Source: an optimization exercise on an open RTL-to-GDS flow (aim: small area, a short achievable clock period and few clock cycles). Production flows keep margins and buffers that such runs may drop. Power and IR drop assume default switching activity.

Setup of old:
==> flow/design.v <==
`timescale 1ns/1ps
module rvCoreTop (
    input  logic        clk,
    input  logic        reset,
    output logic [31:0] paddr,
    output logic        psel,
    output logic        penable,
    output logic        pwrite,
    output logic [31:0] pwdata,
    output logic [3:0]  pstrb,
    input  logic [31:0] prdata,
    input  logic        pready
);
    localparam logic [6:0] OP_LUI    = 7'b0110111;
    localparam logic [6:0] OP_IMM    = 7'b0010011;
    localparam logic [6:0] OP_REG    = 7'b0110011;
    localparam logic [6:0] OP_LOAD   = 7'b0000011;
    localparam logic [6:0] OP_STORE  = 7'b0100011;
    localparam logic [6:0] OP_BRANCH = 7'b1100011;
    logic        pselQ, penQ, busData, kill;
    logic [31:2] paddrQ;
    logic        pwriteQ;
    logic [3:0]  pstrbQ;
    logic [31:2] fpc;
    logic        irAhead;
    logic        irV;
    logic [31:0] ir;
    logic xR2;      
    logic xAlu;     
    logic xLd;      
    logic xSt;      
    logic xLwait;   
    logic xLw;      
    logic [31:0] opA, opB;
    logic [4:0]  xRd, xRs2;
    logic [6:0]  xImmHi;
    logic [2:0]  xF3;
    logic [4:0]  xSel;     
    logic        xInv, xBrF;
    logic [1:0]  xAhead;   
    logic [1:0]  xOff;
    logic [31:1] rSelQ;    
    logic        resetQ;   
    logic [31:0] regs [1:31];
    assign paddr   = {paddrQ, 2'b00};
    assign psel    = pselQ;
    assign penable = penQ;
    assign pwrite  = pwriteQ;
    assign pwdata  = opB;   
    assign pstrb   = pstrbQ;
    logic busFree, xferDone, landing, dataDone, fetchSetup;
    assign xferDone   = pselQ & penQ & pready;
    assign busFree    = ~pselQ | xferDone;
    assign landing    = xferDone & ~busData & ~kill;
    assign dataDone   = xferDone & busData;
    assign fetchSetup = pselQ & ~penQ & ~busData;
    logic [6:0] op;
    logic isLui, isOpi, isOp, isLd, isSt, isBr;
    logic [31:0] immI, immS, immU;
    assign op    = ir[6:0];
    assign isLui = op == OP_LUI;
    assign isOpi = op == OP_IMM;
    assign isOp  = op == OP_REG;
    assign isLd  = op == OP_LOAD;
    assign isSt  = op == OP_STORE;
    assign isBr  = op == OP_BRANCH;
    assign immI  = {{20{ir[31]}}, ir[31:20]};
    assign immS  = {{20{ir[31]}}, ir[31:25], ir[11:7]};
    assign immU  = {ir[31:12], 12'b0};
    logic [31:0] rData;
    always_comb begin
        rData = 32'd0;
        for (int r = 1; r < 32; r++) rData = rData | (regs[r] & {32{rSelQ[r]}});
    end
    logic [31:0] sum, aluOut;
    logic        lt, eq, taken;
    logic [31:0] pg [0:5];
    logic [31:0] pp [0:5];
    always_comb begin
        pg[0] = opA & opB;
        pp[0] = opA ^ opB;
        pg[0][0] = pg[0][0] | (pp[0][0] & xInv);
        for (int l = 0; l < 5; l++) begin
            for (int i = 0; i < 32; i++) begin
                if (((i >> l) & 1) == 1) begin
                    pg[l+1][i] = pg[l][i] | (pp[l][i] & pg[l][((i >> l) << l) - 1]);
                    pp[l+1][i] = pp[l][i] & pp[l][((i >> l) << l) - 1];
                end else begin
                    pg[l+1][i] = pg[l][i];
                    pp[l+1][i] = pp[l][i];
                end
            end
        end
        sum[0] = pp[0][0] ^ xInv;
        for (int i = 1; i < 32; i++) sum[i] = pp[0][i] ^ pg[5][i-1];
    end
    assign lt  = (opA[31] == opB[31]) ? opA[31] : sum[31];
    assign eq  = opA == rData;
    logic [31:0] cl [0:5];
    logic [31:0] ce [0:5];
    logic        brLt;
    always_comb begin
        cl[0] = ~opA & rData;
        ce[0] = ~(opA ^ rData);
        cl[0][31] = opA[31] & ~rData[31];
        for (int l = 0; l < 5; l++) begin
            for (int i = 0; i < 32; i++) begin
                if ((i % (2 << l)) == 0) begin
                    cl[l+1][i] = cl[l][i + (1 << l)] | (ce[l][i + (1 << l)] & cl[l][i]);
                    ce[l+1][i] = ce[l][i + (1 << l)] & ce[l][i];
                end else begin
                    cl[l+1][i] = 1'b0;
                    ce[l+1][i] = 1'b0;
                end
            end
        end
        brLt = cl[5][0];
    end
    always_comb begin
        aluOut = ({32{xSel[0]}} & sum) | {31'd0, xSel[1] & lt} | ({32{xSel[2]}} & (opA ^ opB)) |
                 ({32{xSel[3]}} & (opA | opB)) | ({32{xSel[4]}} & (opA & opB));
    end
    always_comb begin
        case ({xF3[2], xF3[0]})
            2'b00:   taken = eq;
            2'b01:   taken = ~eq;
            2'b10:   taken = brLt;
            default: taken = ~brLt;
        endcase
    end
    logic        redirect, redirQ;
    logic [11:0] brOff, adjQ;
    logic [31:2] target;
    assign redirect = redirQ;
    assign brOff  = {xImmHi[6], xImmHi[6], xRd[0], xImmHi[5:0], xRd[4:2]} - {10'd0, xAhead} - 12'd1;
    assign target = fpc + {{18{adjQ[11]}}, adjQ};
    logic [1:0] stOff;
    assign stOff = opA[1:0] + opB[1:0];
    logic [31:0] lane, ldVal;
    assign lane = opB >> {xOff, 3'b000};
    always_comb begin
        case (xF3[1:0])
            2'b00:   ldVal = {{24{lane[7] & ~xF3[2]}}, lane[7:0]};
            2'b01:   ldVal = {{16{lane[15] & ~xF3[2]}}, lane[15:0]};
            default: ldVal = lane;
        endcase
    end
    logic s1, s1Go, dataReq, dataGo, fetchGo, fetchOk, irVNext;
    logic xR2N, xAluN, xLdN, xStN, xLwaitN, xLwN;
    assign s1      = irV & ~(xR2 | xLd | xSt | xLwait) & ~(pselQ & busData & pwriteQ);
    assign s1Go    = s1 & ~redirect;
    assign dataReq = (xLd | xSt) & ~redirect;
    assign dataGo  = busFree & dataReq;
    assign xR2N    = s1Go & (isOp | isBr);
    assign xAluN   = (s1Go & (isLui | isOpi)) | (xR2 & ~xBrF & ~redirect);
    assign xLdN    = (s1Go & isLd) | (xLd & ~busFree & ~redirect);
    assign xStN    = (s1Go & isSt) | (xSt & ~busFree & ~redirect);
    assign xLwaitN = (xLd & busFree & ~redirect) | (xLwait & ~dataDone);
    assign xLwN    = xLwait & dataDone;
    assign irVNext = (landing & ~redirect) | (irV & ~s1 & ~redirect);
    assign fetchOk = ~(s1 & (isLd | isSt) & landing);
    assign fetchGo = busFree & ~dataReq & fetchOk & ~(xR2 & xBrF);
    always_ff @(posedge clk) begin
        if (reset) begin
            pselQ   <= 1'b0;
            penQ    <= 1'b0;
            busData <= 1'b0;
            kill    <= 1'b0;
            redirQ  <= 1'b0;
            fpc     <= '0;
            irV     <= 1'b0;
            xR2     <= 1'b0;
            xAlu    <= 1'b0;
            xLd     <= 1'b0;
            xSt     <= 1'b0;
            xLwait  <= 1'b0;
            xLw     <= 1'b0;
        end else begin
            if (busFree) begin
                pselQ   <= dataGo | fetchGo;
                penQ    <= 1'b0;
                busData <= dataGo;
            end else if (~penQ) begin
                penQ <= 1'b1;
            end
            kill <= pselQ & ~busData & ~xferDone & (kill | redirect);
            redirQ <= xR2 & xBrF & taken & ~redirect;
            if (redirect) fpc <= target;
            else if (fetchSetup) fpc <= paddrQ + 30'd1;
            irV    <= irVNext;
            xR2    <= xR2N;
            xAlu   <= xAluN;
            xLd    <= xLdN;
            xSt    <= xStN;
            xLwait <= xLwaitN;
            xLw    <= xLwN;
        end
    end
    always_ff @(posedge clk) begin
        adjQ <= brOff - {11'd0, fetchSetup};
        if (landing) irAhead <= 1'b0;
        else if (fetchSetup) irAhead <= 1'b1;
        xAhead <= (s1 ? {1'b0, irAhead} : xAhead) + {1'b0, fetchSetup};
    end
    always_ff @(posedge clk) begin
        if (dataGo | fetchGo) begin
            paddrQ  <= dataReq ? sum[31:2] : redirect ? target : fpc;
            pwriteQ <= dataReq & xSt;
            pstrbQ  <= (dataReq & xSt) ?
                       4'((xF3[1] ? 4'b1111 : xF3[0] ? 4'b0011 : 4'b0001) << stOff) : 4'b0000;
        end
    end
    always_ff @(posedge clk) begin
        if (landing) ir <= prdata;
    end
    logic [4:0] rIdxN;
    logic       rs2Next;
    assign rs2Next = (s1 & (isOp | isBr | isSt)) | xSt;
    assign rIdxN = rs2Next ? (s1 ? ir[24:20] : xRs2) : ir[19:15];
    always_ff @(posedge clk) begin
        for (int r = 1; r < 32; r++)
            rSelQ[r] <= (landing & ~rs2Next) ? (prdata[19:15] == 5'(r)) : (rIdxN == 5'(r));
    end
    logic xLoad;
    assign xLoad = ~(xR2 | xLd | xSt | xLwait);
    logic bypass, bypassQ;
    logic [4:0] xRdN, irRs1N;
    assign xRdN   = xLoad ? ir[11:7] : xRd;
    assign irRs1N = landing ? prdata[19:15] : ir[19:15];
    always_ff @(posedge clk) bypassQ <= (xRdN != 5'd0) && (xRdN == irRs1N);
    assign bypass = (xAlu | xLw) & bypassQ;
    logic [31:0] opBNext;
    logic        opBEn;
    assign opBNext = xR2 ? rData ^ {32{xInv}} :
                     xSt ? rData << {stOff, 3'b000} :
                     xLwait ? prdata :
                     isSt ? immS : isLui ? immU : immI ^ {32{isOpi & (ir[14:12] == 3'b010)}};
    assign opBEn = xR2 | s1 | (xSt & busFree) | (xLwait & dataDone);
    always_ff @(posedge clk) begin
        if (xLoad) begin
            opA    <= (isLui | bypass) ? (isLui ? 32'd0 : wData) : rData;
            xRd    <= ir[11:7];
            xRs2   <= ir[24:20];
            xImmHi <= ir[31:25];
            xF3    <= isLui ? 3'b000 : ir[14:12];
            xInv   <= (isOp & (ir[14:12] == 3'b000) & ir[30]) |
                      ((isOp | isOpi) & (ir[14:12] == 3'b010));
            xBrF   <= isBr;
        end
        if (reset) xSel <= 5'b00000;
        else if (s1)
            xSel <= {5{isLui | isOpi | isOp}} & (isLui ? 5'b00001 :
                    (ir[14:12] == 3'b010) ? 5'b00010 : (ir[14:12] == 3'b100) ? 5'b00100 :
                    (ir[14:12] == 3'b110) ? 5'b01000 : (ir[14:12] == 3'b111) ? 5'b10000 : 5'b00001);
        if (opBEn) opB <= opBNext;
        if (xLd & busFree) xOff <= sum[1:0];
    end
    logic        wEn;
    logic [31:0] wData, wDataG;
    assign wEn    = ((xAlu & ~redirect) | xLw) & (xRd != 5'd0);
    assign wData  = aluOut | ({32{xLw}} & ldVal);
    assign wDataG = wData;
    always_ff @(posedge clk) begin
        resetQ <= reset;
        for (int r = 1; r < 32; r++) begin
            if (resetQ | (wEn & (xRd == 5'(r)))) regs[r] <= wDataG;
        end
    end
endmodule
export LEC_CHECK = 0
export CAP_MARGIN = 20
export CORE_MARGIN = 2
export CORE_UTILIZATION = 40
export CTS_CLUSTER_DIAMETER = 100
export CTS_CLUSTER_SIZE = 25
export PLACE_DENSITY = 0.6
export SLEW_MARGIN = 20
create_clock -name core_clock -period 10.0 [get_ports {clk}]
standard.sh (not shown) runs the stock make flow with config.mk's settings and CLKGATE_MAP_FILE= SYNTH_SCRIPT=/design/flow/synth_recipe.tcl, a recipe that flattens the netlist after the stock synthesis.
==> flow/flow/run.sh <==
#!/bin/bash
set -euo pipefail
bash standard.sh SETUP_SLACK_MARGIN=6.2 \
    'BUFFER_PORTS_ARGS=-buffer_cell sky130_fd_sc_hd__buf_2' finish > flow_standard.log 2>&1
The inputs of new differ from those of old as listed below.
--- a/flow/design.v
+++ b/flow/design.v
@@ -23,12 +23,13 @@
     logic [3:0]  pstrbQ;
     logic [31:2] fpc;
     logic        irAhead;
     logic        irV;
     logic [31:0] ir;
     logic xR2;      
+    logic xBr;      
     logic xAlu;     
     logic xLd;      
     logic xSt;      
     logic xLwait;   
     logic xLw;      
     logic [31:0] opA, opB;
@@ -91,44 +92,42 @@
                 end
             end
         end
         sum[0] = pp[0][0] ^ xInv;
         for (int i = 1; i < 32; i++) sum[i] = pp[0][i] ^ pg[5][i-1];
     end
-    assign lt  = (opA[31] == opB[31]) ? opA[31] : sum[31];
-    assign eq  = opA == rData;
+    assign eq  = opA == opB;
     logic [31:0] cl [0:5];
     logic [31:0] ce [0:5];
-    logic        brLt;
-    always_comb begin
-        cl[0] = ~opA & rData;
-        ce[0] = ~(opA ^ rData);
-        cl[0][31] = opA[31] & ~rData[31];
+    always_comb begin
+        cl[0] = ~opA & opB;
+        ce[0] = ~(opA ^ opB);
+        cl[0][31] = opA[31] & ~opB[31];
         for (int l = 0; l < 5; l++) begin
             for (int i = 0; i < 32; i++) begin
                 if ((i % (2 << l)) == 0) begin
                     cl[l+1][i] = cl[l][i + (1 << l)] | (ce[l][i + (1 << l)] & cl[l][i]);
                     ce[l+1][i] = ce[l][i + (1 << l)] & ce[l][i];
                 end else begin
                     cl[l+1][i] = 1'b0;
                     ce[l+1][i] = 1'b0;
                 end
             end
         end
-        brLt = cl[5][0];
+        lt = cl[5][0];
     end
     always_comb begin
         aluOut = ({32{xSel[0]}} & sum) | {31'd0, xSel[1] & lt} | ({32{xSel[2]}} & (opA ^ opB)) |
                  ({32{xSel[3]}} & (opA | opB)) | ({32{xSel[4]}} & (opA & opB));
     end
     always_comb begin
         case ({xF3[2], xF3[0]})
             2'b00:   taken = eq;
             2'b01:   taken = ~eq;
-            2'b10:   taken = brLt;
-            default: taken = ~brLt;
+            2'b10:   taken = lt;
+            default: taken = ~lt;
         endcase
     end
     logic        redirect, redirQ;
     logic [11:0] brOff, adjQ;
     logic [31:2] target;
     assign redirect = redirQ;
@@ -143,36 +142,38 @@
             2'b00:   ldVal = {{24{lane[7] & ~xF3[2]}}, lane[7:0]};
             2'b01:   ldVal = {{16{lane[15] & ~xF3[2]}}, lane[15:0]};
             default: ldVal = lane;
         endcase
     end
     logic s1, s1Go, dataReq, dataGo, fetchGo, fetchOk, irVNext;
-    logic xR2N, xAluN, xLdN, xStN, xLwaitN, xLwN;
+    logic xR2N, xAluN, xBrN, xLdN, xStN, xLwaitN, xLwN;
     assign s1      = irV & ~(xR2 | xLd | xSt | xLwait) & ~(pselQ & busData & pwriteQ);
     assign s1Go    = s1 & ~redirect;
     assign dataReq = (xLd | xSt) & ~redirect;
     assign dataGo  = busFree & dataReq;
     assign xR2N    = s1Go & (isOp | isBr);
     assign xAluN   = (s1Go & (isLui | isOpi)) | (xR2 & ~xBrF & ~redirect);
     assign xLdN    = (s1Go & isLd) | (xLd & ~busFree & ~redirect);
+    assign xBrN    = xR2 & xBrF & ~redirect;
     assign xStN    = (s1Go & isSt) | (xSt & ~busFree & ~redirect);
     assign xLwaitN = (xLd & busFree & ~redirect) | (xLwait & ~dataDone);
     assign xLwN    = xLwait & dataDone;
     assign irVNext = (landing & ~redirect) | (irV & ~s1 & ~redirect);
     assign fetchOk = ~(s1 & (isLd | isSt) & landing);
-    assign fetchGo = busFree & ~dataReq & fetchOk & ~(xR2 & xBrF);
+    assign fetchGo = busFree & ~dataReq & fetchOk & ~xBr;
     always_ff @(posedge clk) begin
         if (reset) begin
             pselQ   <= 1'b0;
             penQ    <= 1'b0;
             busData <= 1'b0;
             kill    <= 1'b0;
             redirQ  <= 1'b0;
             fpc     <= '0;
             irV     <= 1'b0;
             xR2     <= 1'b0;
+            xBr     <= 1'b0;
             xAlu    <= 1'b0;
             xLd     <= 1'b0;
             xSt     <= 1'b0;
             xLwait  <= 1'b0;
             xLw     <= 1'b0;
         end else begin
@@ -181,17 +182,18 @@
                 penQ    <= 1'b0;
                 busData <= dataGo;
             end else if (~penQ) begin
                 penQ <= 1'b1;
             end
             kill <= pselQ & ~busData & ~xferDone & (kill | redirect);
-            redirQ <= xR2 & xBrF & taken & ~redirect;
+            redirQ <= xBr & taken;
             if (redirect) fpc <= target;
             else if (fetchSetup) fpc <= paddrQ + 30'd1;
             irV    <= irVNext;
             xR2    <= xR2N;
+            xBr    <= xBrN;
             xAlu   <= xAluN;
             xLd    <= xLdN;
             xSt    <= xStN;
             xLwait <= xLwaitN;
             xLw    <= xLwN;
         end
@@ -231,23 +233,22 @@
     assign bypass = (xAlu | xLw) & bypassQ;
     logic [31:0] opBNext;
     logic        opBEn;
     assign opBNext = xR2 ? rData ^ {32{xInv}} :
                      xSt ? rData << {stOff, 3'b000} :
                      xLwait ? prdata :
-                     isSt ? immS : isLui ? immU : immI ^ {32{isOpi & (ir[14:12] == 3'b010)}};
+                     isSt ? immS : isLui ? immU : immI;
     assign opBEn = xR2 | s1 | (xSt & busFree) | (xLwait & dataDone);
     always_ff @(posedge clk) begin
         if (xLoad) begin
             opA    <= (isLui | bypass) ? (isLui ? 32'd0 : wData) : rData;
             xRd    <= ir[11:7];
             xRs2   <= ir[24:20];
             xImmHi <= ir[31:25];
             xF3    <= isLui ? 3'b000 : ir[14:12];
-            xInv   <= (isOp & (ir[14:12] == 3'b000) & ir[30]) |
-                      ((isOp | isOpi) & (ir[14:12] == 3'b010));
+            xInv   <= isOp & (ir[14:12] == 3'b000) & ir[30];
             xBrF   <= isBr;
         end
         if (reset) xSel <= 5'b00000;
         else if (s1)
             xSel <= {5{isLui | isOpi | isOp}} & (isLui ? 5'b00001 :
                     (ir[14:12] == 3'b010) ? 5'b00010 : (ir[14:12] == 3'b100) ? 5'b00100 :
Notes after the runs:
[compare] base=old new=new: final hold slack higher, wire length lower. Summary of the comparison: combinational power share is lower in new, relative to old. Side by side, global-route usage turned out lower in new than in old. Looking at post-synthesis instance total, new sits 50 higher than old does. Compared with old, new is more frugal on power. Summary — post-layout utilization of the core, new relative to old: lower, by 1.0 points. Diff new..old | net count of the finished layout | negligible. Between new and old, the area after synthesis figures differ only marginally. Side by side, number of placed instances with taps included turned out higher in new than in old. old → new: total core area barely changed, count of sequential standard cells barely changed, clock power barely changed. The higher worst vdd rail ir drop of new and old is in old.
No functional check of the RTL was part of any run of this note.

-- port drivers added, routing unchanged --
The results above use ideal ports. As a check the final layouts listed here were re-extracted and re-timed, cells and wires unchanged. Step 1 sets driving cells, clkbuf_16 on the clock port and buf_2 on the other inputs (assumed; they add their load-dependent delay and slew). Step 2 adds t to the input delays and takes it off the output delays; t is the mean of the earliest and latest rising clock arrival at the registers after step 1. Input paths then give back, and output paths get back, about the clock's delay inside the block. a / b / c = ideal / step 1 / step 2; a / b = the first two.
| run | t, ns | slack for setup (ns) | slew at the worst register clock pin (ns) | worst slew at a driven data input, ns |
|---|---|---|---|---|
| old | 0.783 | 6.140 / 6.140 / 5.635 | 0.11 / 0.11 | 0.07 |
| new | 0.800 | 6.205 / 6.205 / 5.860 | 0.11 / 0.11 | 0.07 |
After both steps every run listed still meets setup and hold. For old, which loses most, drivers alone change the setup slack by 0.000 ns; drivers and shift together by -0.505 ns.
